Source: an optimization exercise on an open RTL-to-GDS flow (aim: small area). Production flows keep margins and buffers that such runs may drop.
For this run, only the layout was checked, not whether the RTL still works.
No activity file was given, so power comes from the tool's default toggle rates.

**flow/constraint.sdc**
```tcl
create_clock -name core_clock -period 6.0 [get_ports {clock_in}]
set_input_delay 1.2000 -clock core_clock [delete_from_list [all_inputs] [get_ports {clock_in}]]
set_output_delay 1.2000 -clock core_clock [all_outputs]
set_load 0.01 [all_outputs]
```
**flow/design.v**
```verilog
package board_pkg;
    localparam int BOARD_CELLS = 81;
    localparam int BOARD_BITS = 162;
    localparam int FRAME_BITS = 164;
    localparam int BIT_CYCLES = 8;
    localparam int DEBOUNCE_CYCLES = 16;
    typedef logic [1:0] cell_t;
    typedef logic [BOARD_BITS-1:0] board_t;
    typedef logic [6:0] cell_index_t;
    typedef logic [15:0] wb_data_t;
    typedef logic [7:0] wb_addr_t;
    localparam cell_t CELL_EMPTY = 2'd0;
    localparam cell_t CELL_X = 2'd1;
    localparam cell_t CELL_O = 2'd2;
    localparam wb_addr_t ADR_CLEAR = 8'hFE;
    localparam wb_addr_t ADR_STATUS = 8'hFF;
    typedef struct packed {
        logic     cyc;
        logic     stb;
        logic     we;
        wb_addr_t adr;
        wb_data_t dat_w;
    } wb_req_t;
    typedef struct packed {
        logic     ack;
        wb_data_t dat_r;
    } wb_rsp_t;
    typedef enum logic [2:0] {
        ST_IDLE,
        ST_CHECK,
        ST_PLACE,
        ST_LOAD,
        ST_CLEAR,
        ST_ACK
    } game_state_t;
endpackage
`timescale 1ns/1ps
module debounce (
    input  logic clock_in,
    input  logic reset_in,
    input  logic noisy,
    output logic clean,
    output logic rise
);
    logic sample;
    logic [$clog2(board_pkg::DEBOUNCE_CYCLES+1)-1:0] stable_cnt;
    logic clean_prev;
    always_ff @(posedge clock_in) begin
        if (reset_in) begin
            sample <= 1'b0;
            stable_cnt <= '0;
            clean <= 1'b0;
            clean_prev <= 1'b0;
        end else begin
            clean_prev <= clean;
            if (noisy != sample) begin
                sample <= noisy;
                stable_cnt <= '0;
            end else if (stable_cnt == board_pkg::DEBOUNCE_CYCLES) begin
                clean <= sample;
            end else begin
                stable_cnt <= stable_cnt + 1'b1;
            end
        end
    end
    assign rise = clean && !clean_prev;
endmodule
`timescale 1ns/1ps
module bit_timer (
    input  logic       clock_in,
    input  logic       reset_in,
    input  logic       start,
    output logic       active,
    output logic       mid,
    output logic       bit_end,
    output logic [7:0] bit_index
);
    logic [$clog2(board_pkg::BIT_CYCLES)-1:0] cycle_cnt;
    assign mid = active && (cycle_cnt == board_pkg::BIT_CYCLES / 2 - 1);
    assign bit_end = active && (cycle_cnt == board_pkg::BIT_CYCLES - 1);
    always_ff @(posedge clock_in) begin
        if (reset_in) begin
            active <= 1'b0;
            cycle_cnt <= '0;
            bit_index <= '0;
        end else if (start) begin
            active <= 1'b1;
            cycle_cnt <= '0;
            bit_index <= '0;
        end else if (active) begin
            cycle_cnt <= cycle_cnt + 1'b1;
            if (bit_end) begin
                cycle_cnt <= '0;
                if (bit_index == 8'(board_pkg::FRAME_BITS - 1)) begin
                    active <= 1'b0;
                end else begin
                    bit_index <= bit_index + 8'd1;
                end
            end
        end
    end
endmodule
`timescale 1ns/1ps
module board_link_tx (
    input  logic              clock_in,
    input  logic              reset_in,
    input  logic              send,
    input  board_pkg::board_t board,
    output logic              line,
    output logic              busy
);
    logic       timer_start;
    logic       timer_active;
    logic [7:0] bit_index;
    board_pkg::board_t tx_data;
    assign timer_start = send && !timer_active;
    assign busy = timer_active;
    bit_timer tx_timer (
        .clock_in  (clock_in),
        .reset_in  (reset_in),
        .start     (timer_start),
        .active    (timer_active),
        .mid       (),
        .bit_end   (),
        .bit_index (bit_index)
    );
    always_ff @(posedge clock_in) begin
        if (timer_start) begin
            tx_data <= board;
        end
    end
    always_comb begin
        if (!timer_active) begin
            line = 1'b1;
        end else if (bit_index == 8'd0) begin
            line = 1'b0;
        end else if (bit_index == 8'(board_pkg::FRAME_BITS - 1)) begin
            line = 1'b1;
        end else begin
            line = tx_data[bit_index - 8'd1];
        end
    end
endmodule
`timescale 1ns/1ps
module board_link_rx (
    input  logic              clock_in,
    input  logic              reset_in,
    input  logic              line,
    output logic              rx_valid,
    output board_pkg::board_t rx_board
);
    logic sync1;
    logic sync2;
    logic line_prev;
    logic receiving;
    logic start_edge;
    logic       timer_mid;
    logic [7:0] bit_index;
    board_pkg::board_t rx_shift;
    assign start_edge = !receiving && line_prev && !sync2;
    bit_timer rx_timer (
        .clock_in  (clock_in),
        .reset_in  (reset_in),
        .start     (start_edge),
        .active    (),
        .mid       (timer_mid),
        .bit_end   (),
        .bit_index (bit_index)
    );
    always_ff @(posedge clock_in) begin
        if (reset_in) begin
            sync1 <= 1'b1;
            sync2 <= 1'b1;
            line_prev <= 1'b1;
            receiving <= 1'b0;
            rx_valid <= 1'b0;
        end else begin
            sync1 <= line;
            sync2 <= sync1;
            line_prev <= sync2;
            rx_valid <= 1'b0;
            if (start_edge) begin
                receiving <= 1'b1;
            end else if (receiving && timer_mid) begin
                if (bit_index == 8'd0 && sync2) begin
                    receiving <= 1'b0;
                end
                if (bit_index == 8'(board_pkg::FRAME_BITS - 1)) begin
                    receiving <= 1'b0;
                    rx_valid <= sync2;
                end
            end
        end
    end
    always_ff @(posedge clock_in) begin
        if (receiving && timer_mid) begin
            if (bit_index != 8'd0 && bit_index != 8'(board_pkg::FRAME_BITS - 1)) begin
                rx_shift <= {sync2, rx_shift[board_pkg::BOARD_BITS-1:1]};
            end
            if (bit_index == 8'(board_pkg::FRAME_BITS - 1) && sync2) begin
                rx_board <= rx_shift;
            end
        end
    end
endmodule
`timescale 1ns/1ps
module game_fsm (
    input  logic                 clock_in,
    input  logic                 reset_in,
    input  board_pkg::wb_req_t   wb_req,
    output board_pkg::wb_rsp_t   wb_rsp,
    input  logic                 follow,
    input  logic                 rx_valid,
    input  board_pkg::board_t    rx_board,
    output board_pkg::board_t    board
);
    board_pkg::game_state_t state;
    logic       player;
    logic [7:0] illegal_cnt;
    logic       rx_pend;
    board_pkg::wb_addr_t req_adr;
    logic                req_we;
    board_pkg::wb_data_t rdata;
    board_pkg::cell_index_t req_idx;
    board_pkg::cell_t       req_cell;
    logic                   req_in_board;
    logic                   bus_start;
    assign bus_start = wb_req.cyc && wb_req.stb;
    assign req_idx = board_pkg::cell_index_t'(req_adr[6:0]);
    assign req_in_board = req_adr < board_pkg::wb_addr_t'(board_pkg::BOARD_CELLS);
    assign req_cell = board[2*req_idx +: 2];
    always_comb begin
        wb_rsp.ack = (state == board_pkg::ST_ACK);
        wb_rsp.dat_r = rdata;
    end
    always_ff @(posedge clock_in) begin
        if (reset_in) begin
            state <= board_pkg::ST_IDLE;
            player <= 1'b0;
            illegal_cnt <= '0;
            rx_pend <= 1'b0;
            board <= '0;
        end else begin
            case (state)
                board_pkg::ST_IDLE: begin
                    if (rx_pend) begin
                        if (follow) begin
                            state <= board_pkg::ST_LOAD;
                        end else begin
                            rx_pend <= 1'b0;
                        end
                    end else if (bus_start) begin
                        if (wb_req.we && wb_req.adr == board_pkg::ADR_CLEAR) begin
                            state <= board_pkg::ST_CLEAR;
                        end else begin
                            state <= board_pkg::ST_CHECK;
                        end
                    end
                end
                board_pkg::ST_CHECK: begin
                    if (req_we && req_in_board && req_cell == board_pkg::CELL_EMPTY) begin
                        state <= board_pkg::ST_PLACE;
                    end else begin
                        if (req_we && illegal_cnt != 8'hFF) begin
                            illegal_cnt <= illegal_cnt + 8'd1;
                        end
                        state <= board_pkg::ST_ACK;
                    end
                end
                board_pkg::ST_PLACE: begin
                    board[2*req_idx +: 2] <= player ? board_pkg::CELL_O : board_pkg::CELL_X;
                    player <= !player;
                    state <= board_pkg::ST_ACK;
                end
                board_pkg::ST_LOAD: begin
                    board <= rx_board;
                    rx_pend <= 1'b0;
                    state <= board_pkg::ST_IDLE;
                end
                board_pkg::ST_CLEAR: begin
                    board <= '0;
                    player <= 1'b0;
                    state <= board_pkg::ST_ACK;
                end
                default: begin
                    state <= board_pkg::ST_IDLE;
                end
            endcase
            if (rx_valid) begin
                rx_pend <= 1'b1;
            end
        end
    end
    always_ff @(posedge clock_in) begin
        if (state == board_pkg::ST_IDLE && bus_start) begin
            req_adr <= wb_req.adr;
            req_we <= wb_req.we;
            rdata <= '0;
        end else if (state == board_pkg::ST_CHECK && !req_we) begin
            if (req_in_board) begin
                rdata <= board_pkg::wb_data_t'(req_cell);
            end else if (req_adr == board_pkg::ADR_STATUS) begin
                rdata <= {illegal_cnt, 7'd0, player};
            end
        end
    end
endmodule
`timescale 1ns/1ps
module board_top (
    input  logic               clock_in,
    input  logic               reset_in,
    input  board_pkg::wb_req_t wb_req,
    output board_pkg::wb_rsp_t wb_rsp,
    input  logic               button,
    input  logic               follow,
    input  logic               link_rx,
    output logic               link_tx
);
    logic btn_rise;
    board_pkg::board_t board;
    logic              rx_valid;
    board_pkg::board_t rx_board;
    debounce btn_db (
        .clock_in (clock_in),
        .reset_in (reset_in),
        .noisy    (button),
        .clean    (),
        .rise     (btn_rise)
    );
    game_fsm game (
        .clock_in (clock_in),
        .reset_in (reset_in),
        .wb_req   (wb_req),
        .wb_rsp   (wb_rsp),
        .follow   (follow),
        .rx_valid (rx_valid),
        .rx_board (rx_board),
        .board    (board)
    );
    board_link_tx link_out (
        .clock_in (clock_in),
        .reset_in (reset_in),
        .send     (btn_rise),
        .board    (board),
        .line     (link_tx),
        .busy     ()
    );
    board_link_rx link_in (
        .clock_in (clock_in),
        .reset_in (reset_in),
        .line     (link_rx),
        .rx_valid (rx_valid),
        .rx_board (rx_board)
    );
endmodule
```
**flow/run.sh**
```bash
#!/bin/bash
# synth_recipe.tcl (not shown) runs the flow's synth.tcl, then flattens the netlist and writes it again
# the make line also repeats each setting of config.mk as NAME=value (left out here)
make -C /OpenROAD-flow-scripts/flow DESIGN_CONFIG=/design/flow/config.mk WORK_HOME=/design/flow/orfs CLKGATE_MAP_FILE= SYNTH_SCRIPT=/design/flow/synth_recipe.tcl finish
```
**flow/config.mk**
```make
export PLATFORM = sky130hd
export DESIGN_NAME = board_top
export DESIGN_NICKNAME = board_top
export VERILOG_FILES = /design/flow/design.v
export SDC_FILE = /design/flow/constraint.sdc
export NUM_CORES = 4
export LEC_CHECK = 0
export CAP_MARGIN = 20
export CORE_MARGIN = 2
export CORE_UTILIZATION = 40
export SLEW_MARGIN = 20
```
==> results.txt <==
Critical path peak fanout - 26
Reg area - 19300 sq um
Clock power frac - 36.7%
Yosys cell types - 77
Area delta synth->final - 12.0%
Power share of the combinational group - 16.1%
Std cell rows - 100
N_diodes - 0
Worst Path Arrival - 4440 ps
Routed met1 length - 33100 um
Post-DP HPWL - 46600 um
Clk slew on worst S/H paths - 60 ps
H-tree levels - 3
Top cells by area, synth - edfxtp_1 49%, dfxtp_1 15%, mux4_2 5.9%
Worst-Margin Slew - 1200 ps
Setup Slack @ Placement - 1030 ps
CP endpoint kind - output port
DRT iter0 DRCs - 2184
Worst-Skew Late Latency - 630 ps
Hold Crit Class - register to register
Post-synth ARST share - 0%
Port Buffers - 27
Mapped Cells - 2212
Area leader, netlist - edfxtp_1
Seq pwr share - 47.2%
Period Utilization, post-route - 94.1%
Longest Clk Path Bufs - 3
# nets final - 2219
Total grt overflow - 0
Syn_area_per_cell - 13.7 sq um
Crit path largest cell delay - 890 ps
First-pass GRT wire length - 118000 um
Largest net degree at the start of global routing - 165
Share of post-route cells with drive strength above 1 - 16.4%
ANT nets after route - 0
Core box area - 74700 sq um
Chip Width - 279 um
TritonCTS clock tree - yes
Initial antenna violation count - 2
Final setup fails - 0
Crit start category - register
Routed WL - 78300 um
Pwr Total - 12.9 mW
DR vias/cell - 6.02
Post-layout util - 45.4%
Hold Buf Count CTS - 0
Tot GR Track Use - 20.0%
Skew final - 19.6 ps
Die area - 78000 sq um
Final min period - 5640 ps
I/O pins - 50
Sw Pwr - 3.57 mW
Met2 routed WL - 36500 um
Synthesized cell area - 30300 sq um
Routed wire per std cell - 24.5 um
Kind of cell adding the most delay to the critical path - multiplexers
Slowest cell on crit path - ha_2
Multi-input logic area - 10200 sq um
Share of the synthesized area in the top cell type - 49.1%
Unrepaired setup endpoints after global routing - false
Leakage - 11.0 nW
Number of synthesized flops with an enable pin - 495
Max Slew Vio Count - 0
Initial Util - 40.6%
Predominant post-synthesis flop cell - edfxtp_1
Post-CTS resize count - 0
Critical path class - register to output port
Pint - 9.28 mW
Post-synthesis sequential area ratio - 63.7%
Switching Share - 27.8%
DRC - 0
Setup ws final - 356 ps
Sink Count - 717
Vias in the first global route - 18800
Pwr dens - 379 nW/um^2
Max Freq - 177 MHz
Die height - 279 um
TritonCTS Buffers - 76
Vias after detailed routing - 19300
Worst Path Buf+Inv - 3
Synthesis-stage register bit count - 717
Status - timing/DRC/antenna clean
Fillers - 6434
Met3 wire length - 5970 um
CTS root buffer - clkbuf_16
Slew headroom - 19.4%
Cells along the critical path - inv_1 -> ha_2 -> buf_12 -> mux4_2 -> mux4_2 -> mux2i_1 -> mux2i_1 -> a21oi_1 -> o21ai_1 -> clkdlybuf4s50_1
Critical Path RT - 4800 ps
1st-pass router iterations - 5
Placer Congestion - 0.829
Setup Buffers After CTS - 0
Max-cap violations - 0
Worst VDD drop - 0.000203 V
YS warnings - 5
Fin. Hold Viols - 0
Max Used Layer - met5
-- state kept, by name (all words and copies together), names as in the netlist, 3 cells and up --
name	count
link_in.rx_timer.bit_index	8
link_out.tx_timer.bit_index	8
game.illegal_cnt	8
game.state	3
game.board	162
link_out.tx_timer.cycle_cnt	3
link_out.tx_data	162
btn_db.stable_cnt	5
link_in.rx_board	162
game.req_adr	8
link_in.rx_shift	162
link_in.rx_timer.cycle_cnt	3
game.rdata	10
-- synthesized netlist by cell type (23+ instances only) --
library cell / n
clkbuf_1: 126
a2bb2oi_1: 24
nand3_1: 76
mux2_2: 55
nand2b_1: 23
a31o_2: 26
nor2_1: 239
a32oi_1: 41
nand4_1: 54
nand2_1: 42
edfxtp_1: 495
mux2i_1: 49
a21oi_1: 90
a211oi_1: 163
a22oi_1: 77
buf_2: 31
mux4_2: 80
o31ai_1: 29
dfxtp_1: 222
-- power by group through the flow --
stage	sequential (mW)	clock [mW]	combinational, mW
4_1_cts	6.06	4.80	2.06
3_5_place_dp	6.16	0	2.04
3_3_place_gp	6.14	0	1.98
6_report	6.07	4.72	2.07
5_1_grt	6.11	4.98	2.26
2_1_floorplan	5.95	0	1.61
-- layout make-up --
class / count / share of cell area, %
clock buffer: 102 / 6.32
clock inverter: 36 / 1.02
inverter: 18 / 0.199
multi-input combinational: 1293 / 30.0
sequential: 717 / 56.9
tap: 969 / 3.57
timing repair buffer: 65 / 1.96
-- layout by cell type (no fill, tap or decap), types with 11 or more instances in the layout --
cell type,Yosys,routed
a211oi_1,163,163
a21bo_2,13,13
a21oi_1,90,88
a22oi_1,77,77
a2bb2oi_1,24,24
a31o_2,26,26
a32oi_1,41,41
and3_1,14,14
buf_4,16,30
clkbuf_1,126,15
clkbuf_16,0,79
clkdlybuf4s50_1,0,26
clkinv_1,1,12
dfxtp_1,222,219
edfxtp_1,495,495
ha_1,16,15
inv_1,17,17
mux2_2,55,55
mux2i_1,49,49
mux4_2,80,80
nand2_1,42,40
nand2b_1,23,23
nand3_1,76,76
nand4_1,54,54
nor2_1,239,236
nor2b_1,22,22
nor3_1,17,16
o21ai_0,11,11
o31ai_1,29,29
xor2_1,17,17
-- worst register-to-register path, delay by kind of cell, from the launching register on --
| family | cells | cell delay, ps |
|---|---|---|
| AO/OA/AOI/OAI | 3 | 1040 |
| adder cells (fa/ha/maj) | 2 | 860 |
| buffers and inverters | 2 | 820 |
| flip-flops | 1 | 350 |
| multiplexers | 1 | 350 |
| AND/OR/NAND/NOR | 3 | 600 |
-- per-layer routing --
layer / global-route usage (%) / vias to the layer above
met5: 0 / -
li1: - / 8588
met2: 31.4 / 766
met4: 8.46 / 2
met1: 27.1 / 9764
met3: 3.92 / 154
-- cells by family (layout without fill, tap and decap cells) --
| logic type | Yosys count | in the layout | synth area share [%] |
|---|---|---|---|
| other cells | 1 | 6 | 0.0124 |
| simple gates | 531 | 531 | 8.53 |
| buf+inv | 207 | 221 | 3.13 |
| fa+ha+maj | 16 | 16 | 0.661 |
| mux | 200 | 200 | 10.6 |
| compound gates | 512 | 512 | 12.5 |
| flops | 717 | 717 | 63.7 |
| xor+xnor | 28 | 28 | 0.809 |
-- stage by stage --
| step | std cells | setup TNS (ps) | hold WS, ps | area (sq um) |
|---|---|---|---|---|
| after floorplan | 2217 | -93910 | 389 | 30300 |
| after global placement | 3061 | 0 | 404 | 31400 |
| after detailed placement | 3061 | 0 | 396 | 31400 |
| after CTS | 3199 | 0 | 423 | 33900 |
| after global routing | 3200 | 0 | 441 | 33900 |
| final | 3200 | 0 | 420 | 33900 |
-- final timing paths --
path	start	endpoint	slack, ps	depth (start not counted)
worst max-delay path	link_out.tx_timer.bit_index[1]	link_tx	360	10
worst min-delay path	link_in.rx_shift[0]	link_in.rx_board[0]	420	0
worst max register to register	game.req_adr[0]	game.board[129]	1800	11
worst min register to register	link_in.rx_shift[0]	link_in.rx_board[0]	420	0

## what the ideal ports hide
In the flow no input, the clock included, has a driving cell. The finished layout below was timed again as built, in two steps. Step 1 (the two cells are an assumption about what drives the block):
set clk [get_ports {clock_in}]
set_driving_cell -lib_cell sky130_fd_sc_hd__clkbuf_16 $clk
set_driving_cell -lib_cell sky130_fd_sc_hd__buf_2 [delete_from_list [all_inputs] $clk]
Step 2, shift: input delay + t, output delay - t, t = (earliest + latest rising clock arrival at the registers) / 2. This alone moves slack from input paths to output paths. a / b / c = no drivers / after step 1 / after step 2; a / b = the first two.
t, ns: 0.679
slack for setup (ns): 0.356 / 0.293 / 0.973
worst setup path at the end: register to output
latest minus earliest clock arrival (ns): 0.019 / 0.019
After both steps this run still meets setup and hold. For this run, drivers alone change the setup slack by -0.063 ns; drivers and shift together by +0.617 ns.
